Source: an optimization exercise on an open RTL-to-GDS flow (aim: small area, a short achievable clock period and few clock cycles). Production flows keep margins and buffers that such runs may drop.
At most, simulation tests tie the RTL to the original design; equivalence was not proved.
No functional check of the RTL was part of runs 1 to 3.
Power and IR drop assume default switching activity.

File: design/flow/design.v
module read_bmap_row #(
    parameter int DATA_WIDTH  = 32,
    parameter int ADDR_WIDTH  = 32,
    parameter int PIXEL_WIDTH = 16,
    parameter int PIPE_LEN    = 7     
) (
    input  logic                   aclk,
    input  logic                   areset,
    input  logic                   req,
    input  logic [ADDR_WIDTH-1:0]  fb_base_in,
    input  logic [31:0]            wmod_in,
    input  logic [31:0]            xcur_in,
    input  logic [31:0]            ycur_in,
    input  logic [31:0]            hdx_in,
    input  logic [31:0]            hdy_in,
    input  logic [31:0]            cnt_in,
    output logic                   mem_req,
    output logic                   mem_we,
    output logic [ADDR_WIDTH-1:0]  mem_addr,
    output logic [DATA_WIDTH-1:0]  mem_wdata,
    input  logic [DATA_WIDTH-1:0]  mem_rdata,
    input  logic                   mem_resp,
    output logic [PIXEL_WIDTH-1:0] pixel,
    output logic                   pix_valid,
    input  logic                   pix_ready,
    output logic                   pix_last,
    output logic                   busy,
    output logic                   done
);
    localparam int AW = $clog2(PIPE_LEN);
    localparam int RN = PIPE_LEN - 1;        
    localparam int RW = $clog2(RN);
    logic        r_init;    
    logic        r_mac;     
    logic        r_slow;    
    logic        r_run;     
    logic        r_zero;    
    logic        r_drain;   
    logic        r_busy;
    logic        r_done;
    logic        r_mem_req;
    logic [31:0] r_x;       
    logic [31:0] r_y;       
    logic [31:0] r_hdx;
    logic [31:0] r_hdy;
    logic [31:0] r_w;       
    logic [31:0] r_p;       
    logic [31:0] r_r;       
    logic [31:0] r_cnt;     
    logic        r_last;    
    logic [16:0] r_m;       
    logic        r_mp;      
    logic        r_dp, r_dm;          
    logic        r_fast;              
    logic        r_fc, r_fco;         
    logic        r_sw1, r_sw2, r_sr1, r_sr2, r_inv;
    logic [PIXEL_WIDTH-1:0] r_od;     
    logic                   r_ov;     
    logic                   r_ol;     
    logic [PIXEL_WIDTH-1:0] r_dat [RN];
    logic [RW:0]            r_rp;     
    logic [RW:0]            r_hp;     
    logic [(1<<AW)-1:0]     r_up;
    logic [AW:0]            r_wp;     
    logic [AW:0]            r_rc;     
    logic [AW:0]            r_occ;    
    logic                   r_full;   
    function automatic logic [32:0] pfx_add32(input logic [31:0] a, input logic [31:0] b,
                                              input logic cin);
        logic [31:0] p, g, gg, pp, ng, np;
        p  = a ^ b;
        g  = a & b;
        gg = {g[31:1], g[0] | (p[0] & cin)};
        pp = p;
        for (int d = 1; d < 32; d = d * 2) begin
            ng = gg;
            np = pp;
            for (int i = d; i < 32; i++) begin
                ng[i] = gg[i] | (pp[i] & gg[i-d]);
                np[i] = pp[i] & pp[i-d];
            end
            gg = ng;
            pp = np;
        end
        pfx_add32 = {gg[31], p ^ {gg[30:0], cin}};
    endfunction
    logic [32:0] w_ysum;
    logic        w_c, w_co;
    logic        w_hz, w_hm, w_hp1;
    logic        w_dz, w_dp, w_dm;
    assign w_ysum = pfx_add32(r_y, r_hdy, 1'b0);
    assign w_co   = w_ysum[32];
    assign w_c    = w_ysum[16] ^ r_y[16] ^ r_hdy[16];
    assign w_hz   = (r_hdy[31:16] == 16'h0000);
    assign w_hm   = (r_hdy[31:16] == 16'hFFFF);
    assign w_hp1  = (r_hdy[31:16] == 16'h0001);
    assign w_dz   = (w_hz && !w_c) || (w_hm && w_c);
    assign w_dp   = (w_hz && w_c && !w_co) || (w_hp1 && !w_c && !w_co);
    assign w_dm   = w_hm && !w_c && w_co;
    logic w_issue, w_pop, w_mlast, w_mul_any, w_plast;
    assign w_issue   = r_run && (!r_full || w_pop);
    assign w_pop     = r_ov && pix_ready;
    assign w_plast   = r_ol;
    assign w_mul_any = r_init || r_mac || r_slow;
    assign w_mlast   = (r_m[16:1] == 16'h0000) || (r_m[16:1] == 16'hFFFF);
    logic [31:0] w_mul;
    logic [31:0] w_op;
    logic [31:0] w_pnext;
    assign w_mul   = r_mac ? r_r : r_w;
    assign w_op    = ({32{r_sw1}} & r_w) | ({32{r_sw2}} & {r_w[30:0], 1'b0})
                   | ({32{r_sr1}} & r_r) | ({32{r_sr2}} & {r_r[30:0], 1'b0});
    logic [32:0] w_psum;
    assign w_psum  = pfx_add32(r_p, w_op ^ {32{r_inv}}, r_inv);
    assign w_pnext = w_psum[31:0];
    logic [2:0] w_dig;
    logic       w_dig_r, w_dig_on;
    logic       w_ndp, w_ndm;
    assign w_ndp = (r_init || w_issue) ? w_dp : r_dp;
    assign w_ndm = (r_init || w_issue) ? w_dm : r_dm;
    always_comb begin
        w_dig_on = 1'b1;
        w_dig_r  = 1'b0;
        w_dig    = 3'b000;
        if (!r_busy) begin
            w_dig = {ycur_in[17:16], 1'b0};
        end else if (w_mul_any && !w_mlast) begin
            w_dig   = r_m[3:1];
            w_dig_r = 1'b1;
        end else if (w_issue && !r_last && !r_fast) begin
            w_dig = {r_hdy[17:16], r_fc};
        end else begin
            w_dig_on = 1'b0;
        end
    end
    logic [31:0] w_byte;
    logic [32:0] w_bsum, w_xsum;
    assign w_bsum = pfx_add32(r_p, {15'd0, r_x[31:16], 1'b0}, 1'b0);
    assign w_byte = w_bsum[31:0];
    assign w_xsum = pfx_add32(r_x, r_hdx, 1'b0);
    function automatic logic [RW:0] rinc(input logic [RW:0] p);
        rinc = (p[RW-1:0] == RW'(RN - 1)) ? {~p[RW], {RW{1'b0}}} : p + 1'b1;
    endfunction
    logic [PIXEL_WIDTH-1:0] w_half;
    logic w_rempty, w_resp_o, w_resp_ring, w_ring_o, w_ov_n, w_drain_n, w_ol_n;
    logic [RW:0] w_rp_n, w_hp_n;
    logic [AW:0] w_wp_n, w_rc_n, w_occ_n;
    assign w_half      = r_up[r_rc[AW-1:0]] ? mem_rdata[31:16] : mem_rdata[15:0];
    assign w_rempty    = (r_rp == r_hp);
    assign w_resp_o    = mem_resp && w_rempty && (!r_ov || w_pop);
    assign w_resp_ring = mem_resp && !w_resp_o;
    assign w_ring_o    = w_pop && !w_rempty;
    assign w_ov_n      = (r_ov && !w_pop) || w_ring_o || w_resp_o;
    assign w_rp_n      = w_resp_ring ? rinc(r_rp) : r_rp;
    assign w_hp_n      = w_ring_o ? rinc(r_hp) : r_hp;
    assign w_wp_n      = r_wp + {{AW{1'b0}}, w_issue};
    assign w_rc_n      = r_rc + {{AW{1'b0}}, mem_resp};
    assign w_occ_n     = r_occ + {{AW{1'b0}}, w_issue} - {{AW{1'b0}}, w_pop};
    assign w_drain_n   = (w_pop && r_ol) ? 1'b0 : (r_drain || (w_issue && r_last));
    assign w_ol_n      = w_ov_n && w_drain_n && (w_occ_n == (AW+1)'(1));
    always_ff @(posedge aclk) begin
        if (areset) begin
            r_init    <= 1'b0;
            r_mac     <= 1'b0;
            r_slow    <= 1'b0;
            r_run     <= 1'b0;
            r_zero    <= 1'b0;
            r_drain   <= 1'b0;
            r_ov      <= 1'b0;
            r_ol      <= 1'b0;
            r_rc      <= '0;
            r_occ     <= '0;
            r_busy    <= 1'b0;
            r_done    <= 1'b0;
            r_mem_req <= 1'b0;
            r_wp      <= '0;
            r_rp      <= '0;
            r_hp      <= '0;
            r_full    <= 1'b0;
        end else begin
            r_mem_req <= w_issue;
            r_wp      <= w_wp_n;
            r_rc      <= w_rc_n;
            r_rp      <= w_rp_n;
            r_hp      <= w_hp_n;
            r_occ     <= w_occ_n;
            r_full    <= (w_occ_n == (AW+1)'(PIPE_LEN));
            r_ov      <= w_ov_n;
            r_ol      <= w_ol_n;
            r_drain   <= w_drain_n;
            r_done    <= (w_pop && w_plast) || r_zero;
            if ((w_pop && w_plast) || r_zero) r_busy <= 1'b0;
            else if (req) r_busy <= 1'b1;
            r_init <= !r_busy && req && (cnt_in != 32'd0);
            r_zero <= !r_busy && req && (cnt_in == 32'd0);
            if (w_mul_any) begin
                r_mac <= !w_mlast;
                r_run <= w_mlast;
            end
            r_slow <= w_issue && !r_last && !r_fast;
            if (w_issue && (r_last || !r_fast)) r_run <= 1'b0;
        end
    end
    always_ff @(posedge aclk) begin
        if (!r_busy) begin
            r_x    <= xcur_in;
            r_y    <= ycur_in;
            r_hdx  <= hdx_in;
            r_hdy  <= hdy_in;
            r_w    <= wmod_in;
            r_p    <= fb_base_in;
            r_cnt  <= cnt_in;
            r_last <= (cnt_in == 32'd1);
            r_m    <= {1'b0, ycur_in[31:16]};
            r_mp   <= 1'b0;
        end else begin
            if (w_mul_any) begin
                r_p  <= w_pnext;
                r_r  <= {w_mul[29:0], 2'b00};
                r_m  <= {{2{r_m[16]}}, r_m[16:2]};
                r_mp <= r_m[1];
            end
            if (r_init || w_issue) begin
                r_y    <= w_ysum[31:0];
                r_fc   <= w_c;
                r_fco  <= w_co;
                r_dp   <= w_dp;
                r_dm   <= w_dm;
                r_fast <= w_dz || w_dp || w_dm;
            end
            if (w_issue) begin
                r_x    <= w_xsum[31:0];
                r_cnt  <= r_cnt - 32'd1;
                r_last <= (r_cnt == 32'd2);
                r_r    <= {2'b00, w_byte[31:2]};
                if (r_fast) r_p <= w_pnext;
                r_m    <= {r_fco, r_hdy[31:16]};
                r_mp   <= r_fc;
            end
        end
    end
    always_ff @(posedge aclk) begin
        if (w_dig_on) begin
            r_sw1 <= !w_dig_r && (w_dig[1] ^ w_dig[0]);
            r_sr1 <=  w_dig_r && (w_dig[1] ^ w_dig[0]);
            r_sw2 <= !w_dig_r && ((w_dig[2] && !w_dig[1] && !w_dig[0]) || (!w_dig[2] && w_dig[1] && w_dig[0]));
            r_sr2 <=  w_dig_r && ((w_dig[2] && !w_dig[1] && !w_dig[0]) || (!w_dig[2] && w_dig[1] && w_dig[0]));
            r_inv <= w_dig[2] && !(w_dig[1] && w_dig[0]);
        end else begin
            r_sw1 <= w_ndp || w_ndm;
            r_sr1 <= 1'b0;
            r_sw2 <= 1'b0;
            r_sr2 <= 1'b0;
            r_inv <= w_ndm;
        end
    end
    always_ff @(posedge aclk) begin
        if (w_issue) begin
            r_up[r_wp[AW-1:0]]  <= w_byte[1];
        end
        if (w_resp_ring) r_dat[r_rp[RW-1:0]] <= w_half;
        if (w_ring_o)    r_od <= r_dat[r_hp[RW-1:0]];
        else if (w_resp_o) r_od <= w_half;
    end
    assign mem_req   = r_mem_req;
    assign mem_addr  = {2'b00, r_r[29:0]};
    assign mem_we    = 1'b0;
    assign mem_wdata = '0;
    assign pixel     = r_od;
    assign pix_valid = r_ov;
    assign pix_last  = w_plast;
    assign busy      = r_busy;
    assign done      = r_done;
endmodule
File: design/flow/flow/run.sh
#!/bin/bash
# Standard layout, with the port buffers made of the smallest buffer cell.
export BUFFER_PORTS_ARGS="-buffer_cell sky130_fd_sc_hd__buf_1"
bash standard.sh > standard.log 2>&1
File: design/flow/standard.sh
#!/bin/bash
# synth_recipe.tcl (not shown) runs the flow's synth.tcl, then flattens the netlist and writes it again
# the make line also repeats each setting of config.mk as NAME=value (left out here)
make -C /OpenROAD-flow-scripts/flow DESIGN_CONFIG=/design/flow/config.mk WORK_HOME=/design/flow/orfs CLKGATE_MAP_FILE= SYNTH_SCRIPT=/design/flow/synth_recipe.tcl "${@:-finish}"
File: design/flow/config.mk
export PLATFORM = sky130hd
export DESIGN_NAME = read_bmap_row
export DESIGN_NICKNAME = read_bmap_row
export VERILOG_FILES = /design/flow/design.v
export SDC_FILE = /design/flow/constraint.sdc
export NUM_CORES = 4
export LEC_CHECK = 0
export CAP_MARGIN = 20
export CORE_MARGIN = 2
export CORE_UTILIZATION = 65
export CTS_BUF_LIST = sky130_fd_sc_hd__clkbuf_8
export CTS_CLUSTER_DIAMETER = 60
export CTS_CLUSTER_SIZE = 16
export SETUP_SLACK_MARGIN = 4.5
export SLEW_MARGIN = 20
File: design/flow/constraint.sdc
create_clock -name core_clock -period 8.0 [get_ports {aclk}]
set_input_delay 1.6000 -clock core_clock [delete_from_list [all_inputs] [get_ports {aclk}]]
set_output_delay 1.6000 -clock core_clock [all_outputs]
set_load 0.01 [all_outputs]
==> Implementation_results.wiki, run 1 <==
{| class="wikitable"
! Metric !! Value
|-
| Die area || 39,940 um^2
|-
| Buffer depth of the longest clock path || 3
|-
| CTS tree || built
|-
| Syn-to-layout area delta || 12.63%
|-
| Hold buffer count at cts || 0
|-
| Clock period minus worst slack || about 3600 ps
|-
| Total gr overflow || 0
|-
| Critical Path, Cell by Cell || ha_2 -> fa_2 -> a21o_1 -> a21o_1 -> a211o_1 -> a221oi_4 -> a21oi_2 -> or4b_4 -> and2_4 -> xor3_2 -> a32o_2
|-
| Core Area || ~38,000 um^2
|-
| Total negative slack || 0 ps
|-
| Number of nets with antenna violations after routing || 0
|-
| Top Family by Delay on Critical Path || compound AO/OA/AOI/OAI gates
|-
| Seq/Total Area, Yosys || between 40% and 50%
|-
| Number of vias in the routed layout || 19,140
|-
| Count of buffers inserted at the top-level ports || between 300 and 400
|-
| Static power due to leakage || 10.25 nW
|-
| Critical path data arrival time || 4030 ps
|-
| Via count of the first global-routing pass || 18,030
|-
| Worst hold-check slack || 488.9 ps
|-
| Setup violators final || 0
|-
| Biggest cell delay along the critical path || 520 ps
|-
| Overall global routing resource usage || 29.56%
|-
| Max Fclk || 274.7 MHz
|-
| Width of the die || 199.9 um
|-
| Pre-CTS setup slack || 3478 ps
|-
| Sum of routed wire length over all layers || slightly above 60 mm
|-
| Initial antenna violation count || 8
|-
| Power after layout || between 7 and 8 mW
|-
| Depth of the most critical reg-to-reg path || 11
|-
| Largest cells by area after synthesis || edfxtp_1, ha_1, dfxtp_1, a21oi_1, xnor2_1
|-
| H-tree depth reported by CTS || 2
|-
| Number of enable-type register cells in the synthesized netlist || 365
|-
| CTS Buf Count || 39
|-
| Buffers and inverters on the worst path || 0
|-
| Predominant post-synthesis flop cell || edfxtp_1
|-
| DR DRC count || 0
|-
| Post-route worst setup slack || 4359 ps
|-
| R2R Setup Slk || 4360 ps
|-
| Endpoint type of the worst setup path || register
|-
| Placer's final routability congestion estimate || between 0.8 and 0.9
|-
| Depth of the critical timing path with buffers and inverters included || 11
|-
| Cell with the most instances on the worst path || a21o_1
|-
| Root buf cell || clkbuf_8
|-
| Number of sinks driven by the clock tree || 436
|-
| Clock latency of the later-clocked register in the worst-skew pair || 630 ps
|-
| Wire length of the first global-routing pass || 92.49 mm
|-
| Starting utilization of the core area || around 66%
|-
| Gate Count Post-Synth || 2,294
|-
| Mapped Avg Cell Area || 10.87 um^2
|-
| Maximum number of pins on one net before global-route repair || 97
|-
| Hold Crit Class || reg2reg
|-
| Number of nets in the layout || 2,976
|-
| Number of detailed-routing iterations run before antenna repair || 6
|-
| Fraction of synthesis flops using an asynchronous set or reset pin || 0%
|-
| Area of the mapped netlist || 24,930 um^2
|-
| Hold violation total from the final report || 0
|-
| Required time at the endpoint of the critical path || 8390 ps
|-
| Vias per inst || between 6 and 7
|-
| Critical path startpoint category || register
|-
| Number of max-capacitance violations reported || 0
|-
| Placement Rows || around 70
|-
| Power per standard cell area || between 200 and 300 nW/um^2
|-
| Clock Skew || 27.14 ps
|-
| Critical setup path kind || reg2reg
|-
| Number of design-rule violations left by the first detailed-router iteration || 1,488
|-
| Share of layout cells above drive strength 1 || 12.51%
|-
| Worst slew slack as a fraction of its limit || ~27%
|-
| Post-synthesis cell type with the largest combined area || edfxtp_1
|-
| Unrepaired setup endpoints after global routing || yes
|-
| Maximum fanout along the worst path || 4
|-
| Run status || finished clean
|-
| Final critical-path share of the clock period || ~46%
|-
| Count of final max-slew check failures || 0
|-
| Count of cell types in the netlist || 73
|-
| Register bit total from synthesis || around 440
|-
| Slowest cell on the critical path || or4b_4
|-
| Number of warnings printed during yosys synthesis || 1
|-
| Share of Yosys cell area claimed by the top area cell type || 43.96%
|-
| Worst IR drop on VDD || between 0.15 and 0.2 mV
|-
| Instance count along the most critical hold path || 2
|-
| Ports placed on the boundary || 347
|-
| Clock-pin slew on the worst setup and hold paths || about 100 ps
|-
| Final core utilization || between 70% and 80%
|-
| Detailed Place HPWL || approximately 43 mm
|-
| Die Y || approximately 200 um
|-
| Slew of the pin with the lowest slew margin || 1094 ps
|-
| Detail-routed net length per standard cell || roughly 19 um
|}
-- worst reg2reg max path: cells and delay by family, from the launching register on --
| kind | cells | cell delay [ps] |
|---|---|---|
| AOI/OAI and AO/OA | 6 | 1470 |
| and+or+nand+nor | 2 | 680 |
| adders and majority gates | 2 | 570 |
| DFF | 1 | 400 |
| xor gates and xnor gates | 1 | 290 |
-- per-layer routing --
metal	global-route usage [%]	wire length (um)	vias up
li1	-	-	9106
met1	42.01	26530	9107
met2	46.31	27560	804
met3	4.469	4929	112
met4	11.03	1809	8
met5	0	51	-
-- area by class of cell --
type,instances,area [um^2]
Inverter,60,232.7
Antenna cell,4,10.01
Clock buffer,41,564.3
Sequential cell,436,12410
Clock inverter,29,270.3
Tap cell,511,639.4
Timing Repair Buffer,373,1763
Fill cell,2697,9673
Multi-Input combinational cell,1675,12200
-- per-stage QoR --
stage          instances  instance area [um^2]
5_1_grt             3128                 28080
4_1_cts             3103                 27510
3_5_place_dp        3012                 26330
2_1_floorplan       2328                 25130
3_3_place_gp        3011                 26300
6_report            3129                 28080
-- sequential cells by signal (all words and copies together) (netlist names), 16 cells and up, named ones only --
| register | flops |
|---|---|
| r_r | 32 |
| r_p | 32 |
| r_hdy | 32 |
| r_x | 32 |
| r_od | 16 |
| r_cnt | 32 |
| r_y | 32 |
| r_w | 32 |
| r_m | 16 |
| r_hdx | 32 |
| r_dat | 96 |
-- path summary, 6_finish.rpt --
path	startpoint	end
min	r_zero	r_done
max	r_y[0]	r_dm
min reg2reg	r_zero	r_done
max reg2reg	r_y[0]	r_dm
-- synth_stat cells, drive strengths merged (60+ instances only) --
| library cell | instances |
|---|---|
| dfxtp | 71 |
| xnor2 | 111 |
| buf | 82 |
| ha | 125 |
| o21ai | 92 |
| inv | 60 |
| mux2 | 69 |
| nor2 | 205 |
| edfxtp | 365 |
| a21o | 62 |
| a21oi | 198 |
| nand2 | 173 |
| clkbuf | 75 |
-- cells in the final DEF (no fill, tap or decap), drive strengths merged, types with 16 or more instances in the layout --
master	n
a211oi	31
a21o	62
a21oi	198
a221oi	32
a22o	29
a31oi	40
and3	17
buf	370
clkbuf	42
conb	35
dfxtp	71
edfxtp	365
ha	125
inv	73
mux2	69
mux2i	35
mux4	18
nand2	173
nand2b	16
nand3	33
nand4	24
nor2	205
nor2b	32
nor3	36
nor4	28
o21a	16
o21ai	92
o31ai	19
xnor2	111
xor2	53
-- timing repair --
item	in CTS	in global routing
resized for setup	44	78
setup buffers	20	20
setup endpoints to repair	46	38
pin swaps	23	50
cloned	1	2
-- power breakdown --
group	switching (mW)	internal, mW	total (mW)
clock	0.807	0.628	1.43
sequential	0.198	2.78	2.98
combinational	1.63	1.32	2.95
total	2.64	4.72	7.36
-- cell families (layout without fill, tap and decap cells) --
family | count (synthesis) | in the layout | share of synthesized area (%)
DFF | 436 | 436 | 49.66
muxes | 122 | 122 | 6.147
AOI/OAI and AO/OA | 597 | 597 | 15.55
other | 1 | 39 | 0.01504
and+or+nand+nor | 626 | 626 | 11.85
buffers and inverters | 217 | 503 | 4.245
adders and majority gates | 130 | 130 | 6.674
xor gates and xnor gates | 165 | 165 | 5.861
==> run 2: changes to the inputs <==
--- a/design/flow/config.mk
+++ b/design/flow/config.mk
@@ -12,4 +12,4 @@
 export CTS_CLUSTER_DIAMETER = 60
 export CTS_CLUSTER_SIZE = 16
-export SETUP_SLACK_MARGIN = 4.5
+export SETUP_SLACK_MARGIN = 4.7
 export SLEW_MARGIN = 20
==> run 2 against run 1 <==
Net effect:
- combinational power is 2% higher
- total power is 1.2% higher
- worst setup slack worse by 8.6 ps
- sequential power hardly changed
- final cell count hardly changed
- flip-flop and latch count stayed put
- sequential share of layout area is 0.35 points lower
- critical path type unchanged
- highest routed layer unchanged
==> Implementation_results.wiki, run 2 <==
{| class="wikitable"
! Metric !! Value
|-
| Run status || finished clean
|-
| Sum of routed wire length over all layers || 60.54 mm (-0.56%)
|-
| Die area || 39,940 um^2 (unchanged)
|-
| Number of sinks driven by the clock tree || 436 (unchanged)
|-
| Count of cell types in the netlist || 73 (unchanged)
|-
| Number of max-capacitance violations reported || 0 (unchanged)
|-
| Number of detailed-routing iterations run before antenna repair || 6 (unchanged)
|-
| Placer's final routability congestion estimate || 0.9114 (+1.4%)
|-
| Detailed Place HPWL || 42.08 mm (-1.4%)
|-
| Clock-pin slew on the worst setup and hold paths || 100 ps (about the same)
|-
| Number of flip-flops under the largest register name || 96 (unchanged)
|-
| Mapped Avg Cell Area || 10.87 um^2 (unchanged)
|-
| Static power due to leakage || 10.32 nW (+0.64%)
|-
| Width of the die || 199.9 um (unchanged)
|-
| Number of design-rule violations left by the first detailed-router iteration || 1,338 (-10%)
|-
| Worst hold-check slack || 462.7 ps (-26.14 ps)
|-
| Critical setup path kind || reg2reg
|-
| Placement Rows || 71 (unchanged)
|-
| Final critical-path share of the clock period || 45.62% (+0.11 points)
|-
| Worst IR drop on VDD || 0.1821 mV (-4.6%)
|-
| Most used standard cell by instance count after synthesis || edfxtp_1
|-
| Required time at the endpoint of the critical path || 8570 ps (+180 ps)
|-
| Count of final max-slew check failures || 0 (unchanged)
|-
| Number of vias in the routed layout || 19,170 (+0.16%)
|-
| Post-route worst setup slack || 4351 ps (-8.600 ps)
|-
| Overall global routing resource usage || 29.59% (about the same)
|-
| Via count of the first global-routing pass || 18,020 (-0.067%)
|-
| CTS tree || built
|-
| Hold Crit Class || reg2reg
|-
| Die Y || 199.9 um (unchanged)
|-
| FILL cells || 2,713 (+0.59%)
|-
| CTS Buf Count || 38 (-2.6%)
|-
| Number of enable-type register cells in the synthesized netlist || 365 (unchanged)
|-
| Number of nets in the layout || 2,982 (+0.20%)
|-
| DR DRC count || 0 (unchanged)
|-
| Ports placed on the boundary || 347 (unchanged)
|-
| Clock period minus worst slack || 3649 ps (+8.600 ps)
|-
| Predominant post-synthesis flop cell || edfxtp_1
|-
| Top library cells by usage in the layout, fill and taps aside || edfxtp_1, buf_1, nor2_1
|-
| Initial antenna violation count || 3 (-5)
|-
| Share of layout cells above drive strength 1 || 13.44% (+0.93 points)
|-
| Critical path data arrival time || 4220 ps (+190 ps)
|-
| Critical hold path startpoint || r_zero
|-
| Max Fclk || 274.0 MHz (-0.24%)
|-
| Total gr overflow || 0 (unchanged)
|-
| Most common library cell in the layout ignoring fill and taps || edfxtp_1
|-
| Hold violation total from the final report || 0 (unchanged)
|-
| Total negative slack || 0 ps (unchanged)
|-
| H-tree depth reported by CTS || 2 (unchanged)
|-
| Core Area || 37,760 um^2 (unchanged)
|-
| Maximum number of pins on one net before global-route repair || 87 (-10%)
|-
| Depth of the most critical reg-to-reg path || 14 (+3)
|-
| Critical path startpoint category || register
|-
| Wire length of the first global-routing pass || 92.52 mm (about the same)
|-
| Worst min-delay path endpoint || r_done
|-
| Share of Yosys cell area claimed by the top area cell type || 43.96% (unchanged)
|-
| Worst slew slack as a fraction of its limit || 29.84% (+2.8 points)
|-
| Unrepaired setup endpoints after global routing || yes
|-
| Clock Skew || 27.74 ps (+0.5972 ps)
|-
| Beginning of the worst register-to-register path || r_sr1
|-
| Count of buffers inserted at the top-level ports || 311 (unchanged)
|-
| Detail-routed net length per standard cell || 19.34 um (-0.62%)
|-
| Hold buffer count at cts || 0 (unchanged)
|-
| Gate Count Post-Synth || 2,294 (unchanged)
|-
| Buffer depth of the longest clock path || 3 (unchanged)
|-
| Power per standard cell area || 263.3 nW/um^2 (+0.42%)
|-
| Seq/Total Area, Yosys || 49.66% (unchanged)
|-
| Instance count along the most critical hold path || 2 (unchanged)
|-
| Fraction of synthesis flops using an asynchronous set or reset pin || 0% (unchanged)
|-
| Maximum fanout along the worst path || 14 (+10)
|-
| Endpoint of the worst-slack reg-to-reg timing path || r_p[31]
|-
| Vias per inst || 6.122 (about the same)
|-
| Clock latency of the later-clocked register in the worst-skew pair || 640 ps (about the same)
|-
| Endpoint type of the worst setup path || register
|-
| Starting utilization of the core area || 66.04% (unchanged)
|-
| Register bit total from synthesis || 436 (unchanged)
|-
| Setup violators final || 0 (unchanged)
|-
| Slew of the pin with the lowest slew margin || 1051 ps (-42.52 ps)
|-
| Post-synthesis cell type with the largest combined area || edfxtp_1
|-
| Syn-to-layout area delta || 13.53%
|-
| Synth top cells by count || edfxtp_1, nor2_1, a21oi_1
|-
| Area of the mapped netlist || 24,930 um^2 (unchanged)
|-
| Pre-CTS setup slack || 3469 ps (-8.590 ps)
|-
| Root buf cell || clkbuf_8
|-
| Largest cells by area after synthesis || edfxtp_1, ha_1, dfxtp_1, a21oi_1, xnor2_1
|-
| Number of warnings printed during yosys synthesis || 1 (unchanged)
|-
| R2R Setup Slk || 4350 ps (about the same)
|-
| Number of nets with antenna violations after routing || 0 (unchanged)
|}
## run 2: layout make-up
class | instances | area [um^2] | share of cell area, %
sequential | 436 | 12410 | 43.82
multi-input combinational | 1676 | 12370 | 43.71
timing repair buffer | 379 | 1803 | 6.369
tap | 511 | 639.4 | 2.259
clock buffer | 43 | 591.8 | 2.091
clock inverter | 25 | 257.7 | 0.9105
inverter | 60 | 235.2 | 0.8309
antenna | 1 | 2.502 | 0.008840
## run 2: critical path, cell delays in order, from the launching register on
cell	delay (ps)
dfxtp_4	420
a22o_1	260
a221oi_2	220
xnor2_1	150
ha_2	410
nor3_4	60
o41ai_2	390
a21o_1	180
a22oi_2	110
o31a_1	290
o21a_1	200
o211ai_1	220
a21oi_1	110
or4_1	400
a31oi_1	160
## run 2: report_power, final
group | switching [mW] | leakage (nW) | internal, mW
Clock | 0.788 | 0.455 | 0.667
Sequential | 0.206 | 4.13 | 2.78
Combinational | 1.66 | 5.74 | 1.35
Total | 2.65 | 10.3 | 4.80
## run 2: cell families (layout without fill, tap and decap cells)
| group | Yosys count | in the layout | synth area share [%] |
|---|---|---|---|
| multiplexers | 122 | 122 | 6.147 |
| other | 1 | 36 | 0.01504 |
| XOR/XNOR | 165 | 165 | 5.861 |
| buffers and inverters | 217 | 507 | 4.245 |
| AND/OR/NAND/NOR | 626 | 626 | 11.85 |
| flip-flops | 436 | 436 | 49.66 |
| adder cells (fa/ha/maj) | 130 | 130 | 6.674 |
| AO/OA/AOI/OAI | 597 | 598 | 15.55 |
## run 2: timing repair
item                                    in CTS  in global routing
pin swaps                                   43                 46
endpoints found under the setup margin      86                 70
gates resized for setup                     80                 67
gates cloned                                 1                  1
endpoints found under the hold margin        0                  0
setup buffers                               38                 13
## run 2: per-layer routing
layer	vias up	GRT usage (%)	share of wire [%]
met3	105	6.048	9.0
met2	816	45.99	46
met5	-	0	0.046
met1	9134	42.03	43
li1	9108	-	-
met4	4	9.355	2.7
## run 2: worst max path at each step
stage	startpoint	endpoint	slack [ps]	depth (start not counted)
after floorplan	pix_ready	r_r[0]	4030	5
after global placement	pix_ready	r_p[31]	3550	10
after detailed placement	pix_ready	r_p[31]	3470	10
after CTS	r_r[6]	r_p[31]	4400	14
after global routing	r_sr1	r_p[31]	4210	14
final	r_sr1	r_p[31]	4350	14
## run 2: through the flow
stage          std cells  util [%]  power, mW  instance area [um^2]
6_report            3131     74.98      7.454                 28310
5_1_grt             3131     74.98      7.876                 28310
3_3_place_gp        3008     69.76      5.512                 26340
3_5_place_dp        3009     69.83      5.576                 26360
2_1_floorplan       2328         -      5.003                 25210
4_1_cts             3116     73.83      7.263                 27870
==> run 3: changes to the inputs <==
--- a/design/flow/design.v
+++ b/design/flow/design.v
@@ -89,13 +89,18 @@
     logic        w_hz, w_hm, w_hp1;
     logic        w_dz, w_dp, w_dm;
-    assign w_ysum = pfx_add32(r_y, r_hdy, 1'b0);
-    assign w_co   = w_ysum[32];
-    assign w_c    = w_ysum[16] ^ r_y[16] ^ r_hdy[16];
-    assign w_hz   = (r_hdy[31:16] == 16'h0000);
-    assign w_hm   = (r_hdy[31:16] == 16'hFFFF);
-    assign w_hp1  = (r_hdy[31:16] == 16'h0001);
-    assign w_dz   = (w_hz && !w_c) || (w_hm && w_c);
-    assign w_dp   = (w_hz && w_c && !w_co) || (w_hp1 && !w_c && !w_co);
-    assign w_dm   = w_hm && !w_c && w_co;
+    logic [16:0] w_yfs;
+    logic        w_yones, w_yzero;
+    assign w_ysum  = pfx_add32(r_y, r_hdy, 1'b0);
+    assign w_co    = w_ysum[32];
+    assign w_yfs   = {1'b0, r_y[15:0]} + {1'b0, r_hdy[15:0]};
+    assign w_c     = w_yfs[16];
+    assign w_hz    = (r_hdy[31:16] == 16'h0000);
+    assign w_hm    = (r_hdy[31:16] == 16'hFFFF);
+    assign w_hp1   = (r_hdy[31:16] == 16'h0001);
+    assign w_yones = (r_y[31:16] == 16'hFFFF);
+    assign w_yzero = (r_y[31:16] == 16'h0000);
+    assign w_dz    = (w_hz && !w_c) || (w_hm && w_c);
+    assign w_dp    = (w_hz && w_c && !w_yones) || (w_hp1 && !w_c && !w_yones);
+    assign w_dm    = w_hm && !w_c && !w_yzero;
     logic w_issue, w_pop, w_mlast, w_mul_any, w_plast;
     assign w_issue   = r_run && (!r_full || w_pop);
--- a/design/flow/config.mk
+++ b/design/flow/config.mk
@@ -12,4 +12,4 @@
 export CTS_CLUSTER_DIAMETER = 60
 export CTS_CLUSTER_SIZE = 16
-export SETUP_SLACK_MARGIN = 4.7
+export SETUP_SLACK_MARGIN = 4.5
 export SLEW_MARGIN = 20
==> run 3 against run 2 <==
Net effect:
- still clean on timing, DRC and antenna
- sequential share of layout area increased by 0.68 points
- synthesized area rose by 0.49%
- final area down 1.6%
- largest power group unchanged
- highest routed layer unchanged
==> Implementation_results.wiki, run 3 <==
{| class="wikitable"
! Metric !! Value
|-
| Run status || finished clean
|-
| Die Y || 200.3 um (+0.24%)
|-
| Most common library cell in the layout ignoring fill and taps || edfxtp_1
|-
| Buffers and inverters on the worst path || 2 (+2)
|-
| Flop pwr share || 40.6% (+0.5 points)
|-
| Synth top cells by count || edfxtp_1, nor2_1, a21oi_1
|-
| H-tree depth reported by CTS || 2 (unchanged)
|-
| Worst slew slack as a fraction of its limit || 26.90% (-2.9 points)
|-
| Top Family by Delay on Critical Path || compound AO/OA/AOI/OAI gates
|-
| Fraction of synthesis flops using an asynchronous set or reset pin || 0% (unchanged)
|-
| Syn-to-layout area delta || 11.19%
|-
| Count of final max-slew check failures || 0 (unchanged)
|-
| Capturing element of the worst setup path || r_p[29]
|-
| Net switching power figure || 2.703 mW (+1.9%)
|-
| Share of layout cells above drive strength 1 || 10.79% (-2.7 points)
|-
| Core Area || 37,840 um^2 (+0.24%)
|-
| Final core utilization || 73.62% (-1.4 points)
|-
| CTS tree || built
|-
| Buffer depth of the longest clock path || 3 (unchanged)
|-
| Detail-routed net length per standard cell || 19.87 um (+2.8%)
|-
| Critical path startpoint category || register
|-
| Overall global routing resource usage || 30.08% (+0.49 points)
|-
| Vias per inst || 6.153 (+0.51%)
|-
| Placer's final routability congestion estimate || 0.9384 (+3.0%)
|-
| Biggest cell delay along the critical path || 380 ps (-40 ps)
|-
| Slew of the pin with the lowest slew margin || 1095 ps (+43.66 ps)
|-
| Number of enable-type register cells in the synthesized netlist || 365 (unchanged)
|-
| Critical hold path startpoint || r_zero
|-
| Critical Path, Cell by Cell || buf_12 -> a22o_1 -> a221oi_2 -> xnor2_1 -> ha_2 -> a211oi_2 -> nor2_2 -> o41ai_2 -> or2_4 -> o2111a_2 -> buf_4 -> o31ai_2 -> a221oi_2 -> o21ai_1 -> xnor2_1 -> o21ai_1
|-
| Register bit total from synthesis || 436 (unchanged)
|-
| Sum of routed wire length over all layers || 62.37 mm (+3.0%)
|-
| Internal power || 4.672 mW (-2.7%)
|-
| Max Fclk || 279.6 MHz (+2.0%)
|-
| Maximum number of pins on one net before global-route repair || 93 (+6.9%)
|-
| Root buf cell || clkbuf_8
|-
| Detailed Place HPWL || 43.90 mm (+4.3%)
|-
| Hold Crit Class || reg2reg
|-
| Power after layout || 7.375 mW (-1.0%)
|-
| Setup violators final || 0 (unchanged)
|-
| Clock Skew || 29.47 ps (+1.733 ps)
|-
| Fraction of power consumed by combinational cells || 40.6% (+0.2 points)
|-
| Largest cells by area after synthesis || edfxtp_1, ha_1, dfxtp_1, xnor2_1, a21oi_1
|-
| Slowest cell on the critical path || dfxtp_4
|-
| Clock latency of the later-clocked register in the worst-skew pair || 630 ps (about the same)
|-
| Width of the die || 200.3 um (+0.24%)
|-
| Count of cell types in the netlist || 83 (+14%)
|-
| Number of nets in the layout || 2,985 (+0.10%)
|-
| Top library cells by usage in the layout, fill and taps aside || edfxtp_1, buf_1, nor2_1
|-
| Clock-pin slew on the worst setup and hold paths || 100 ps (about the same)
|-
| Total negative slack || 0 ps (unchanged)
|-
| Required time at the endpoint of the critical path || 8530 ps (-40 ps)
|-
| Wire length of the first global-routing pass || 97.04 mm (+4.9%)
|-
| Number of vias in the routed layout || 19,310 (+0.77%)
|-
| Number of nets with antenna violations after routing || 0 (unchanged)
|-
| Proportion of power drawn by the clock network || 18.8% (-0.7 points)
|-
| Maximum fanout along the worst path || 16 (+2)
|-
| Predominant post-synthesis flop cell || edfxtp_1
|-
| Number of detailed-routing iterations run before antenna repair || 7 (+1)
|-
| Beginning of the worst register-to-register path || r_sr1
|-
| Mapped Avg Cell Area || 10.81 um^2 (-0.51%)
|-
| CTS Buf Count || 38 (unchanged)
|-
| Instance count along the most critical hold path || 1 (-1)
|-
| Unrepaired setup endpoints after global routing || yes
|-
| Static power due to leakage || 10.04 nW (-2.7%)
|-
| Starting utilization of the core area || 66.21% (+0.17 points)
|-
| Worst IR drop on VDD || 0.1500 mV (-18%)
|-
| R2R Setup Slk || 4420 ps (+70 ps)
|-
| Share of Yosys cell area claimed by the top area cell type || 43.75% (-0.21 points)
|-
| Critical setup path kind || reg2reg
|-
| Switching fraction of total power || 36.66% (+1.1 points)
|-
| Endpoint of the worst-slack reg-to-reg timing path || r_p[29]
|-
| Gate Count Post-Synth || 2,317 (+1.0%)
|-
| Die area || 40,130 um^2 (+0.48%)
|-
| Number of sinks driven by the clock tree || 436 (unchanged)
|-
| Endpoint type of the worst setup path || register
|-
| Count of buffers inserted at the top-level ports || 311 (unchanged)
|-
| Hold violation total from the final report || 0 (unchanged)
|-
| Depth of the critical timing path with buffers and inverters included || 16 (+2)
|-
| Most used standard cell by instance count after synthesis || edfxtp_1
|-
| Critical path data arrival time || 4100 ps (-120 ps)
|-
| Depth of the most critical reg-to-reg path || 16 (+2)
|-
| Power per standard cell area || 264.7 nW/um^2 (+0.55%)
|-
| Total routed wire length on the met1 layer || 26.60 mm (+2.7%)
|-
| DR DRC count || 0 (unchanged)
|-
| Launch point of the worst path || r_sr1
|-
| Number of design-rule violations left by the first detailed-router iteration || 1,647 (+23%)
|-
| Area of the mapped netlist || 25,060 um^2 (+0.49%)
|-
| Top routing layer in use || met5
|-
| Initial antenna violation count || 6 (+3)
|-
| Total gr overflow || 0 (unchanged)
|-
| Via count of the first global-routing pass || 18,350 (+1.9%)
|-
| Ports placed on the boundary || 347 (unchanged)
|-
| FILL cells || 2,812 (+3.6%)
|-
| Placement Rows || 71 (unchanged)
|-
| Met2 Routed Length || 28.57 mm (+3.6%)
|-
| Seq/Total Area, Yosys || 49.42% (-0.24 points)
|-
| Clock period minus worst slack || 3576 ps (-72.96 ps)
|-
| Post-synthesis cell type with the largest combined area || edfxtp_1
|-
| Final critical-path share of the clock period || 44.70% (-0.91 points)
|-
| Number of flip-flops under the largest register name || 96 (unchanged)
|-
| Hold buffer count at cts || 0 (unchanged)
|-
| Number of max-capacitance violations reported || 0 (unchanged)
|-
| Met3 routed WL || 5.411 mm (-0.31%)
|-
| Number of warnings printed during yosys synthesis || 1 (unchanged)
|}
-- run 3: layer usage --
layer  track usage (%)  vias up
met3             5.597      114
met2             46.76      853
met1             43.02     9194
met5                 0        -
met4             9.735        4
li1                  -     9149
-- run 3: power by group through the flow --
stage | Clock [mW] | Combinational [mW] | Sequential, mW
floorplan | 0 | 2.12 | 2.97
global placement | 0 | 2.63 | 3.02
detailed placement | 0 | 2.69 | 3.03
CTS | 1.41 | 2.79 | 2.98
global route | 1.49 | 3.28 | 3.02
finish | 1.39 | 3.00 | 2.99
-- run 3: final cells by class --
type,instances,area [um^2],area share [%]
flip-flops and latches,436,12400,44.50
clock inverters,27,210.2,0.7545
multi-input cells,1703,12160,43.63
repair buffers,358,1637,5.874
inverters,56,215.2,0.7725
diodes,5,12.51,0.04491
well taps,511,639.4,2.295
clock buffers,43,591.8,2.124
-- run 3: cell families (layout without fill, tap and decap cells) --
logic type	Yosys count	in the layout	share of synthesized area [%]
flops	436	436	49.42
buf+inv	212	484	4.150
xor+xnor	174	174	6.082
simple gates	644	644	12.05
other cells	1	40	0.01497
mux	125	125	6.257
compound gates	593	593	15.30
fa+ha+maj	132	132	6.732
-- run 3: through the flow --
step | setup WS, ps | cells | cell area (um^2) | hold WS, ps
6_report | 4424 | 3139 | 27860 | 422.4
5_1_grt | 4258 | 3139 | 27860 | 442.2
4_1_cts | 4435 | 3113 | 27440 | 423.9
3_5_place_dp | 3797 | 3036 | 26420 | 402.3
3_3_place_gp | 3898 | 3036 | 26420 | 402.0
2_1_floorplan | 3906 | 2351 | 25250 | 399.6
-- run 3: worst reg2reg max path, stage by stage, from the launching register on --
cell	delay [ps]
dfxtp_4	380
buf_12	150
a22o_1	230
a221oi_2	280
xnor2_1	180
ha_2	330
a211oi_2	220
nor2_2	80
o41ai_2	370
or2_4	200
o2111a_2	230
buf_4	110
o31ai_2	70
a221oi_2	300
o21ai_1	130
xnor2_1	170
o21ai_1	70
-- run 3: what timing repair did --
| action | in CTS | in global routing |
|---|---|---|
| pin swaps | 10 | 24 |
| gates resized for setup | 31 | 43 |
| endpoints found under the setup margin | 23 | 32 |
| setup buffers | 7 | 18 |
| cloned | 0 | 2 |
-- run 3: worst min path at each step --
stage | endpoint | slack, ps
floorplan | r_busy | 400
global placement | r_busy | 400
detailed placement | r_busy | 400
CTS | r_busy | 420
global route | r_busy | 440
finish | r_busy | 420
==> run 4: changes to the inputs <==
--- a/design/flow/design.v
+++ b/design/flow/design.v
@@ -54,5 +54,6 @@
     logic        r_fast;              
     logic        r_fc, r_fco;         
-    logic        r_sw1, r_sw2, r_sr1, r_sr2, r_inv;
+    logic [31:0] r_opx;
+    logic        r_inv;
     logic [PIXEL_WIDTH-1:0] r_od;     
     logic                   r_ov;     
@@ -110,11 +111,8 @@
     assign w_mlast   = (r_m[16:1] == 16'h0000) || (r_m[16:1] == 16'hFFFF);
     logic [31:0] w_mul;
-    logic [31:0] w_op;
     logic [31:0] w_pnext;
     assign w_mul   = r_mac ? r_r : r_w;
-    assign w_op    = ({32{r_sw1}} & r_w) | ({32{r_sw2}} & {r_w[30:0], 1'b0})
-                   | ({32{r_sr1}} & r_r) | ({32{r_sr2}} & {r_r[30:0], 1'b0});
     logic [32:0] w_psum;
-    assign w_psum  = pfx_add32(r_p, w_op ^ {32{r_inv}}, r_inv);
+    assign w_psum  = pfx_add32(r_p, r_opx, r_inv);
     assign w_pnext = w_psum[31:0];
     logic [2:0] w_dig;
@@ -244,18 +242,13 @@
         end
     end
-    always_ff @(posedge aclk) begin
-        if (w_dig_on) begin
-            r_sw1 <= !w_dig_r && (w_dig[1] ^ w_dig[0]);
-            r_sr1 <=  w_dig_r && (w_dig[1] ^ w_dig[0]);
-            r_sw2 <= !w_dig_r && ((w_dig[2] && !w_dig[1] && !w_dig[0]) || (!w_dig[2] && w_dig[1] && w_dig[0]));
-            r_sr2 <=  w_dig_r && ((w_dig[2] && !w_dig[1] && !w_dig[0]) || (!w_dig[2] && w_dig[1] && w_dig[0]));
-            r_inv <= w_dig[2] && !(w_dig[1] && w_dig[0]);
-        end else begin
-            r_sw1 <= w_ndp || w_ndm;
-            r_sr1 <= 1'b0;
-            r_sw2 <= 1'b0;
-            r_sr2 <= 1'b0;
-            r_inv <= w_ndm;
-        end
+    logic        w_one, w_two, w_neg;
+    logic [31:0] w_base;
+    assign w_one  = w_dig_on ? (w_dig[1] ^ w_dig[0]) : (w_ndp || w_ndm);
+    assign w_two  = w_dig_on && ((w_dig[2] && !w_dig[1] && !w_dig[0]) || (!w_dig[2] && w_dig[1] && w_dig[0]));
+    assign w_neg  = w_dig_on ? (w_dig[2] && !(w_dig[1] && w_dig[0])) : w_ndm;
+    assign w_base = !r_busy ? wmod_in : (w_dig_r ? {w_mul[29:0], 2'b00} : r_w);
+    always_ff @(posedge aclk) begin
+        r_opx <= (({32{w_one}} & w_base) | ({32{w_two}} & {w_base[30:0], 1'b0})) ^ {32{w_neg}};
+        r_inv <= w_neg;
     end
     always_ff @(posedge aclk) begin
--- a/design/flow/config.mk
+++ b/design/flow/config.mk
@@ -12,4 +12,4 @@
 export CTS_CLUSTER_DIAMETER = 60
 export CTS_CLUSTER_SIZE = 16
-export SETUP_SLACK_MARGIN = 4.5
+export SETUP_SLACK_MARGIN = 4.8
 export SLEW_MARGIN = 20
==> run 4 against run 3 <==
Net effect:
- final cell count increased by 1.7%
- routed wire length increased by 5.5%
- utilization increased by 2.8 points
- critical path depth unchanged
- worst setup slack improved by 280 ps
- final area increased by 6.0%
- clock power about the same
- synthesized area increased by 1.7%
- via count increased by 0.58%
- combinational power increased by 9.3%
- non-clock buffer count increased by 30
- register-to-register slack improved by 330 ps
==> Implementation_results.wiki, run 4 <==
{| class="wikitable"
! Metric !! Value
|-
| Via count of the first global-routing pass || 19,420 (+5.8%)
|-
| Buffers and inverters on the worst path || 6 (+4)
|-
| Total negative slack || 0 ps (unchanged)
|-
| Unrepaired setup endpoints after global routing || yes
|-
| H-tree depth reported by CTS || 2 (unchanged)
|-
| Biggest cell delay along the critical path || 280 ps (-100 ps)
|-
| Buffer depth of the longest clock path || 3 (unchanged)
|-
| Flop pwr share || 40.6% (about the same)
|-
| Critical setup path kind || in2reg
|-
| Worst slew slack as a fraction of its limit || 28.67% (+1.8 points)
|-
| Core Area || 38,650 um^2 (+2.1%)
|-
| Seq/Total Area, Yosys || 50.53% (+1.1 points)
|-
| Hold violation total from the final report || 0 (unchanged)
|-
| Number of enable-type register cells in the synthesized netlist || 363 (-0.55%)
|-
| Top library cells by usage in the layout, fill and taps aside || edfxtp_1, buf_1, nor2_1
|-
| Required time at the endpoint of the critical path || 8530 ps (about the same)
|-
| Proportion of power drawn by the clock network || 17.7% (-1.1 points)
|-
| Switching fraction of total power || 36.76% (+0.10 points)
|-
| Total gr overflow || 0 (unchanged)
|-
| Maximum number of pins on one net before global-route repair || 101 (+8.6%)
|-
| Maximum fanout along the worst path || 8 (-8)
|-
| Number of sinks driven by the clock tree || 462 (+6.0%)
|-
| Placement Rows || 72 (+1.4%)
|-
| Syn-to-layout area delta || 15.88%
|-
| Net switching power figure || 2.888 mW (+6.8%)
|-
| Number of detailed-routing iterations run before antenna repair || 6 (-1)
|-
| Register bit total from synthesis || 462 (+6.0%)
|-
| Number of max-capacitance violations reported || 0 (unchanged)
|-
| Critical path startpoint category || input port
|-
| Number of vias in the routed layout || 19,430 (+0.58%)
|-
| Largest cells by area after synthesis || edfxtp_1, dfxtp_1, ha_1, xnor2_1, a21oi_1
|-
| Placer's final routability congestion estimate || 0.8803 (-6.2%)
|-
| Starting utilization of the core area || 65.96% (-0.24 points)
|-
| Clock latency of the later-clocked register in the worst-skew pair || 650 ps (+20 ps)
|-
| Slew of the pin with the lowest slew margin || 1069 ps (-26.17 ps)
|-
| Slowest cell on the critical path || a31o_1
|-
| Root buf cell || clkbuf_8
|-
| Initial antenna violation count || 4 (-2)
|-
| Detailed Place HPWL || 42.86 mm (-2.4%)
|-
| Static power due to leakage || 10.71 nW (+6.6%)
|-
| Critical Path, Cell by Cell || buf_6 -> nand2_4 -> nand2_1 -> and2_4 -> buf_12 -> inv_16 -> nor3_4 -> buf_4 -> nand3b_1 -> a31o_1 -> and4_4 -> a21oi_4 -> buf_6 -> clkbuf_16 -> o22ai_4 -> xnor2_2
|-
| Number of design-rule violations left by the first detailed-router iteration || 1,619 (-1.7%)
|-
| Area of the mapped netlist || 25,490 um^2 (+1.7%)
|-
| Sum of routed wire length over all layers || 65.81 mm (+5.5%)
|-
| Most common library cell in the layout ignoring fill and taps || edfxtp_1
|-
| Post-synthesis cell type with the largest combined area || edfxtp_1
|-
| Count of buffers inserted at the top-level ports || 311 (unchanged)
|-
| Top Family by Delay on Critical Path || buffers and inverters
|-
| Max Fclk || 302.9 MHz (+8.3%)
|-
| Clock Skew || 29.19 ps (-0.2792 ps)
|-
| Count of final max-slew check failures || 0 (unchanged)
|-
| Number of nets with antenna violations after routing || 0 (unchanged)
|-
| Hold Crit Class || reg2reg
|-
| Width of the die || 202.0 um (+0.85%)
|-
| Share of layout cells above drive strength 1 || 14.61% (+3.8 points)
|-
| Vias per inst || 6.088 (-1.1%)
|-
| Final critical-path share of the clock period || 41.26% (-3.4 points)
|-
| Fraction of power consumed by combinational cells || 41.7% (+1.1 points)
|-
| Die Y || 202.0 um (+0.85%)
|-
| Internal power || 4.969 mW (+6.4%)
|-
| CTS tree || built
|-
| Cell with the most instances on the worst path || buf_6
|-
| Die area || 40,820 um^2 (+1.7%)
|-
| Overall global routing resource usage || 31.27% (+1.2 points)
|-
| Number of nets in the layout || 3,030 (+1.5%)
|-
| Share of Yosys cell area claimed by the top area cell type || 42.76% (-0.99 points)
|-
| CTS Buf Count || 39 (+2.6%)
|-
| Gate Count Post-Synth || 2,299 (-0.78%)
|-
| Number of warnings printed during yosys synthesis || 1 (unchanged)
|-
| Pre-CTS setup slack || 2420 ps (-1377 ps)
|-
| Run status || finished clean
|-
| Detail-routed net length per standard cell || 20.62 um (+3.8%)
|-
| Setup violators final || 0 (unchanged)
|-
| Clock-pin slew on the worst setup and hold paths || 100 ps (about the same)
|-
| Ports placed on the boundary || 347 (unchanged)
|-
| Number of flip-flops under the largest register name || 96 (unchanged)
|-
| Predominant post-synthesis flop cell || edfxtp_1
|-
| Count of cell types in the netlist || 86 (+3.6%)
|-
| Most used standard cell by instance count after synthesis || edfxtp_1
|-
| Mapped Avg Cell Area || 11.09 um^2 (+2.5%)
|-
| Critical path data arrival time || 3830 ps (-270 ps)
|-
| Worst IR drop on VDD || 0.2246 mV (+50%)
|-
| DR DRC count || 0 (unchanged)
|-
| Power per standard cell area || 266.0 nW/um^2 (+0.47%)
|-
| Endpoint type of the worst setup path || register
|-
| Clock period minus worst slack || 3301 ps (-275.4 ps)
|-
| Wire length of the first global-routing pass || 100.8 mm (+3.9%)
|-
| Synth top cells by count || edfxtp_1, nor2_1, a21oi_1
|-
| Post-route worst setup slack || 4699 ps (+275.4 ps)
|-
| Power after layout || 7.857 mW (+6.5%)
|-
| Fraction of synthesis flops using an asynchronous set or reset pin || 0% (unchanged)
|}
run 4: power by group through the flow:
stage	registers [mW]	logic, mW	clock network, mW
6_report	3.19	3.28	1.39
5_1_grt	3.22	3.58	1.49
4_1_cts	3.18	2.95	1.40
3_5_place_dp	3.23	2.71	0
3_3_place_gp	3.22	2.62	0
2_1_floorplan	3.17	2.16	0
run 4: final timing paths:
| kind | from | to | slack (ps) | cells after the start |
|---|---|---|---|---|
| min reg2reg | r_p[0] | r_p[0] | 490 | 2 |
| max | pix_ready | r_opx[24] | 4700 | 16 |
| max reg2reg | r_hdy[0] | r_opx[24] | 4750 | 14 |
| min | r_p[0] | r_p[0] | 490 | 2 |
run 4: kinds of logic (layout without fill, tap and decap cells):
kind of cell,after synthesis,after routing,share of synthesized area (%)
DFF,462,462,50.53
adders and majority gates,130,130,6.547
AOI/OAI and AO/OA,515,517,12.99
muxes,191,191,8.741
other,1,38,0.01471
buffers and inverters,172,507,3.382
xor gates and xnor gates,173,173,5.944
and+or+nand+nor,655,655,11.85
run 4: per-layer routing:
layer,up-vias,GRT usage [%],routed length (um)
met5,-,0,15
met1,9355,40.12,26360
met4,2,10.95,2118
li1,9172,-,-
met3,150,5.885,4890
met2,747,53.34,32420
run 4: cell type report:
| type | instances | area (um^2) |
|---|---|---|
| Antenna cell | 3 | 7.507 |
| Clock buffer | 42 | 578.1 |
| Clock inverter | 29 | 188.9 |
| Fill cell | 2671 | 9106 |
| Inverter | 46 | 197.7 |
| Multi-Input combinational cell | 1701 | 12950 |
| Sequential cell | 462 | 12890 |
| Tap cell | 518 | 648.1 |
| Timing Repair Buffer | 388 | 2056 |
| Timing Repair inverter | 2 | 17.52 |
run 4: timing repair:
action,4_1_cts,5_1_grt
setup buffers,37,17
endpoints found under the hold margin,0,0
resized for setup,68,125
hold buffers,0,0
endpoints found under the setup margin,233,76
gates cloned,7,4
pin swaps,32,81
run 4: metrics by stage:
| stage | util [%] | area [um^2] | hold WS (ps) | std cells |
|---|---|---|---|---|
| finish | 76.44 | 29540 | 487.7 | 3191 |
| global route | 76.42 | 29540 | 523.0 | 3189 |
| CTS | 73.90 | 28560 | 496.9 | 3166 |
| detailed placement | 69.84 | 26990 | 486.9 | 3051 |
| global placement | 69.84 | 26990 | 467.4 | 3051 |
| floorplan | - | 25710 | 399.6 | 2333 |
run 4: tightest hold or removal path: cells and delay by family (launching register included):
kind            cells  cell delay (ps)
compound gates      1               70
simple gates        1               50
flops               1              340
Testbench counts of run 4, summed over its fixed seeds: cycles 30,202.
==> run 5: changes to the inputs <==
--- a/design/flow/config.mk
+++ b/design/flow/config.mk
@@ -12,4 +12,4 @@
 export CTS_CLUSTER_DIAMETER = 60
 export CTS_CLUSTER_SIZE = 16
-export SETUP_SLACK_MARGIN = 4.8
+export SETUP_SLACK_MARGIN = 4.6
 export SLEW_MARGIN = 20
==> run 5 against run 4 <==
Net effect:
- largest power group is now registers
- first-iteration DRC count is 30% lower
- combinational power fell by 11%
- still clean on timing, DRC and antenna
- non-clock buffer count down 26
==> Implementation_results.wiki, run 5 <==
{| class="wikitable"
! Metric !! Value
|-
| Area of the mapped netlist || 25,490 um^2 (unchanged)
|-
| Placer's final routability congestion estimate || 0.8981 (+2.0%)
|-
| Clock Skew || 39.48 ps (+10.29 ps)
|-
| Cell with the most instances on the worst path || nand2_2
|-
| Clock-pin slew on the worst setup and hold paths || 110 ps (about the same)
|-
| Unrepaired setup endpoints after global routing || no
|-
| Cell area after layout || 28,490 um^2 (-3.5%)
|-
| Top Family by Delay on Critical Path || simple AND/OR/NAND/NOR gates
|-
| Slowest cell on the critical path || o22ai_4
|-
| Final critical-path share of the clock period || 42.35% (+1.1 points)
|-
| Max Fclk || 295.2 MHz (-2.6%)
|-
| Critical Path, Cell by Cell || buf_6 -> nand2_4 -> nand2_2 -> and2_4 -> buf_12 -> clkinv_16 -> nor3_4 -> nand2_1 -> o21ai_2 -> nand2_2 -> inv_2 -> ha_4 -> o22ai_4 -> clkbuf_16 -> o22ai_1 -> xnor2_1
|-
| Hold Crit Class || reg2reg
|-
| Count of cell types in the netlist || 86 (unchanged)
|-
| Internal power || 4.829 mW (-2.8%)
|-
| Wire length of the first global-routing pass || 94.99 mm (-5.8%)
|-
| Run status || finished clean
|-
| Clock latency of the later-clocked register in the worst-skew pair || 650 ps (about the same)
|-
| Required time at the endpoint of the critical path || 8540 ps (about the same)
|-
| Maximum fanout along the worst path || 7 (-1)
|-
| Die area || 40,820 um^2 (unchanged)
|-
| Buffers and inverters on the worst path || 5 (-1)
|-
| Worst IR drop on VDD || 0.2946 mV (+31%)
|-
| CTS tree || built
|-
| Total negative slack || 0 ps (unchanged)
|-
| Setup violators final || 0 (unchanged)
|-
| Flop pwr share || 42.5% (+1.9 points)
|-
| H-tree depth reported by CTS || 2 (unchanged)
|-
| Sum of routed wire length over all layers || 61.45 mm (-6.6%)
|-
| Endpoint type of the worst setup path || register
|-
| Syn-to-layout area delta || 11.77%
|-
| Number of vias in the routed layout || 18,850 (-3.0%)
|-
| Vias per inst || 5.960 (-2.1%)
|-
| Gate Count Post-Synth || 2,299 (unchanged)
|-
| Critical path startpoint category || input port
|-
| Maximum number of pins on one net before global-route repair || 82 (-19%)
|-
| Post-synthesis cell type with the largest combined area || edfxtp_1
|-
| CTS Buf Count || 39 (unchanged)
|-
| Number of max-capacitance violations reported || 0 (unchanged)
|-
| Worst hold-check slack || 440.3 ps (-47.34 ps)
|-
| Count of buffers inserted at the top-level ports || 311 (unchanged)
|-
| Number of enable-type register cells in the synthesized netlist || 363 (unchanged)
|-
| Fraction of power consumed by combinational cells || 38.8% (-2.9 points)
|-
| Power per standard cell area || 263.9 nW/um^2 (-0.79%)
|-
| Number of sinks driven by the clock tree || 462 (unchanged)
|-
| Share of Yosys cell area claimed by the top area cell type || 42.76% (unchanged)
|-
| Fraction of synthesis flops using an asynchronous set or reset pin || 0% (unchanged)
|-
| Total placed instance area || 27,000 um^2 (about the same)
|-
| Number of flip-flops under the largest register name || 96 (unchanged)
|-
| Worst slew slack as a fraction of its limit || 37.02% (+8.4 points)
|-
| Number of detailed-routing iterations run before antenna repair || 5 (-1)
|-
| Static power due to leakage || 10.37 nW (-3.2%)
|-
| Net switching power figure || 2.690 mW (-6.9%)
|-
| Number of nets with antenna violations after routing || 0 (unchanged)
|-
| Critical path data arrival time || 3930 ps (+100 ps)
|-
| Largest cells by area after synthesis || edfxtp_1, dfxtp_1, ha_1, xnor2_1, a21oi_1
|-
| Mapped Avg Cell Area || 11.09 um^2 (unchanged)
|-
| Biggest cell delay along the critical path || 290 ps (about the same)
|-
| Placement Rows || 72 (unchanged)
|-
| Proportion of power drawn by the clock network || 18.7% (+1.0 points)
|-
| Number of placed instances, taps included || 3,056 (+0.16%)
|-
| Share of layout cells above drive strength 1 || 11.19% (-3.4 points)
|-
| Predominant post-synthesis flop cell || edfxtp_1
|-
| Hold violation total from the final report || 0 (unchanged)
|-
| Number of warnings printed during yosys synthesis || 1 (unchanged)
|-
| Count of final max-slew check failures || 0 (unchanged)
|-
| Detailed Place HPWL || 43.26 mm (+0.92%)
|-
| Overall global routing resource usage || 29.42% (-1.8 points)
|-
| Register bit total from synthesis || 462 (unchanged)
|-
| Core Area || 38,650 um^2 (unchanged)
|-
| Top library cells by usage in the layout, fill and taps aside || edfxtp_1, buf_1, nor2_1
|-
| Width of the die || 202.0 um (unchanged)
|-
| Synth top cells by count || edfxtp_1, nor2_1, a21oi_1
|-
| Switching fraction of total power || 35.77% (-0.98 points)
|-
| Ports placed on the boundary || 347 (unchanged)
|-
| Most used standard cell by instance count after synthesis || edfxtp_1
|-
| Buffer depth of the longest clock path || 3 (unchanged)
|-
| FILL cells || 2,786 (+4.3%)
|-
| Initial antenna violation count || 10 (+6)
|-
| Post-Layout Cell Count || 3,162 (-0.91%)
|-
| Via count of the first global-routing pass || 18,330 (-5.6%)
|-
| Slew of the pin with the lowest slew margin || 943.4 ps (-125.4 ps)
|-
| Starting utilization of the core area || 65.96% (unchanged)
|-
| Number of design-rule violations left by the first detailed-router iteration || 1,133 (-30%)
|-
| Critical setup path kind || in2reg
|-
| Total gr overflow || 0 (unchanged)
|-
| Seq/Total Area, Yosys || 50.53% (unchanged)
|-
| Clock period minus worst slack || 3388 ps (+86.79 ps)
|-
| Die Y || 202.0 um (unchanged)
|-
| DR DRC count || 0 (unchanged)
|-
| Root buf cell || clkbuf_8
|-
| Detail-routed net length per standard cell || 19.44 um (-5.8%)
|-
| Most common library cell in the layout ignoring fill and taps || edfxtp_1
|-
| Number of nets in the layout || 3,003 (-0.89%)
|}
[run 5: cell count changes in the layout (fill, tap and decap cells not counted), moves of 5 or more]
cell / previous run / this run
o22ai_4: 26 / 2
o22ai_1: 0 / 23
buf_4: 48 / 39
buf_6: 13 / 5
nor2_1: 248 / 256
xnor2_1: 124 / 131
xnor2_2: 7 / 0
ha_1: 115 / 121
inv_1: 55 / 49
buf_12: 8 / 3
diode_2: 3 / 8
nor2_4: 6 / 1
[run 5: final cells by class]
| cell class | count | area, um^2 | share of cell area (%) |
|---|---|---|---|
| Antenna cell | 8 | 20.02 | 0.07026 |
| Sequential cell | 462 | 12890 | 45.24 |
| Clock buffer | 42 | 578.1 | 2.029 |
| Clock inverter | 22 | 192.7 | 0.6762 |
| Timing Repair inverter | 2 | 22.52 | 0.07904 |
| Tap cell | 518 | 648.1 | 2.275 |
| Timing Repair Buffer | 362 | 1704 | 5.980 |
| Multi-Input combinational cell | 1700 | 12230 | 42.92 |
| Inverter | 46 | 207.7 | 0.7289 |
[run 5: path summary, 6_finish.rpt]
kind / to / slack, ps / cells past startpoint / startpoint
setup / recovery: r_opx[9] / 4610 / 16 / pix_ready
hold reg to reg: r_busy / 440 / 1 / r_zero
setup reg to reg: r_opx[9] / 4690 / 11 / r_m[15]
hold / removal: r_busy / 440 / 1 / r_zero
[run 5: routing by layer]
layer / vias to the layer above / wire length, um / share of wire [%] / track usage, %
met3: 106 / 4751 / 7.7 / 6.063
met2: 623 / 29020 / 47 / 47.79
met4: 4 / 1753 / 2.9 / 10.08
li1: 9101 / - / - / -
met5: - / 29 / 0.047 / 0
met1: 9013 / 25900 / 42 / 39.63
[run 5: per-stage QoR]
step / setup slack [ps] / util, % / total power, mW
floorplan: 3969 / - / 5.324
global placement: 2822 / 69.85 / 5.843
detailed placement: 2504 / 69.86 / 5.928
CTS: 4610 / 72.51 / 7.390
global route: 4508 / 73.71 / 7.950
finish: 4612 / 73.73 / 7.519
[run 5: logic make-up (layout without fill, tap and decap cells)]
| kind of cell | count (synthesis) | count (layout) | synth area share [%] |
|---|---|---|---|
| AO/OA/AOI/OAI | 515 | 516 | 12.99 |
| XOR/XNOR | 173 | 173 | 5.944 |
| adder cells (fa/ha/maj) | 130 | 130 | 6.547 |
| buffers and inverters | 172 | 474 | 3.382 |
| flip-flops | 462 | 462 | 50.53 |
| multiplexers | 191 | 191 | 8.741 |
| other | 1 | 43 | 0.01471 |
| AND/OR/NAND/NOR | 655 | 655 | 11.85 |
[run 5: worst reg2reg max path: stages (launching register included)]
cell and delay [ps]:
edfxtp_1 460, nor4_1 370, and4_1 310, nor3_2 60, clkbuf_8 320, or3_2 560
clkinvlp_4 180, nand2b_1 180, o22ai_4 270, clkbuf_16 230, o22ai_1 110, xnor2_1 150
[run 5: repair_timing]
item                       4_1_cts  5_1_grt
resized for setup               20       48
hold buffers                     0        0
buffers inserted                10       17
gates cloned                     3        3
setup endpoints to repair      161      128
pin swaps                        5       25
[run 5: power groups by stage]
stage	clock network (mW)	logic (mW)	registers (mW)
floorplan	0	2.16	3.17
global placement	0	2.61	3.23
detailed placement	0	2.69	3.24
CTS	1.43	2.77	3.19
global route	1.51	3.22	3.22
finish	1.40	2.92	3.20

what the ideal ports hide:
The flow's constraints put no driver on any port. The routed layouts listed below were extracted and timed again, unchanged, in two steps.
Step 1 assumes that a clkbuf_16 drives the clock port and a buf_2 every other input.
Step 2, shift: input delay + t, output delay - t, t = (earliest + latest rising clock arrival at the registers) / 2. This alone moves slack from input paths to output paths.
a / b / c = ideal / step 1 / step 2; a / b = the first two.
run	t (ns)	slack for setup (ns)	hold WS [ns]	worst setup path at the end	slew at the worst register clock pin (ns)
run 1	0.674	4.359 / 4.359 / 3.749	0.489 / 0.489 / 0.489	input to register	0.10 / 0.10
run 2	0.682	4.351 / 4.351 / 4.080	0.463 / 0.463 / 0.463	input to register	0.10 / 0.10
run 3	0.667	4.424 / 4.424 / 4.073	0.422 / 0.422 / 0.422	input to register	0.11 / 0.11
run 4	0.689	4.699 / 4.682 / 3.993	0.488 / 0.488 / 0.488	input to register	0.11 / 0.11
run 5	0.689	4.612 / 4.604 / 3.934	0.440 / 0.440 / 0.440	input to register	0.11 / 0.11
After both steps setup and hold are still met in every run listed. The setup slack of run 4, which loses most, moves by -0.017 ns with the drivers and by -0.706 ns with both steps.
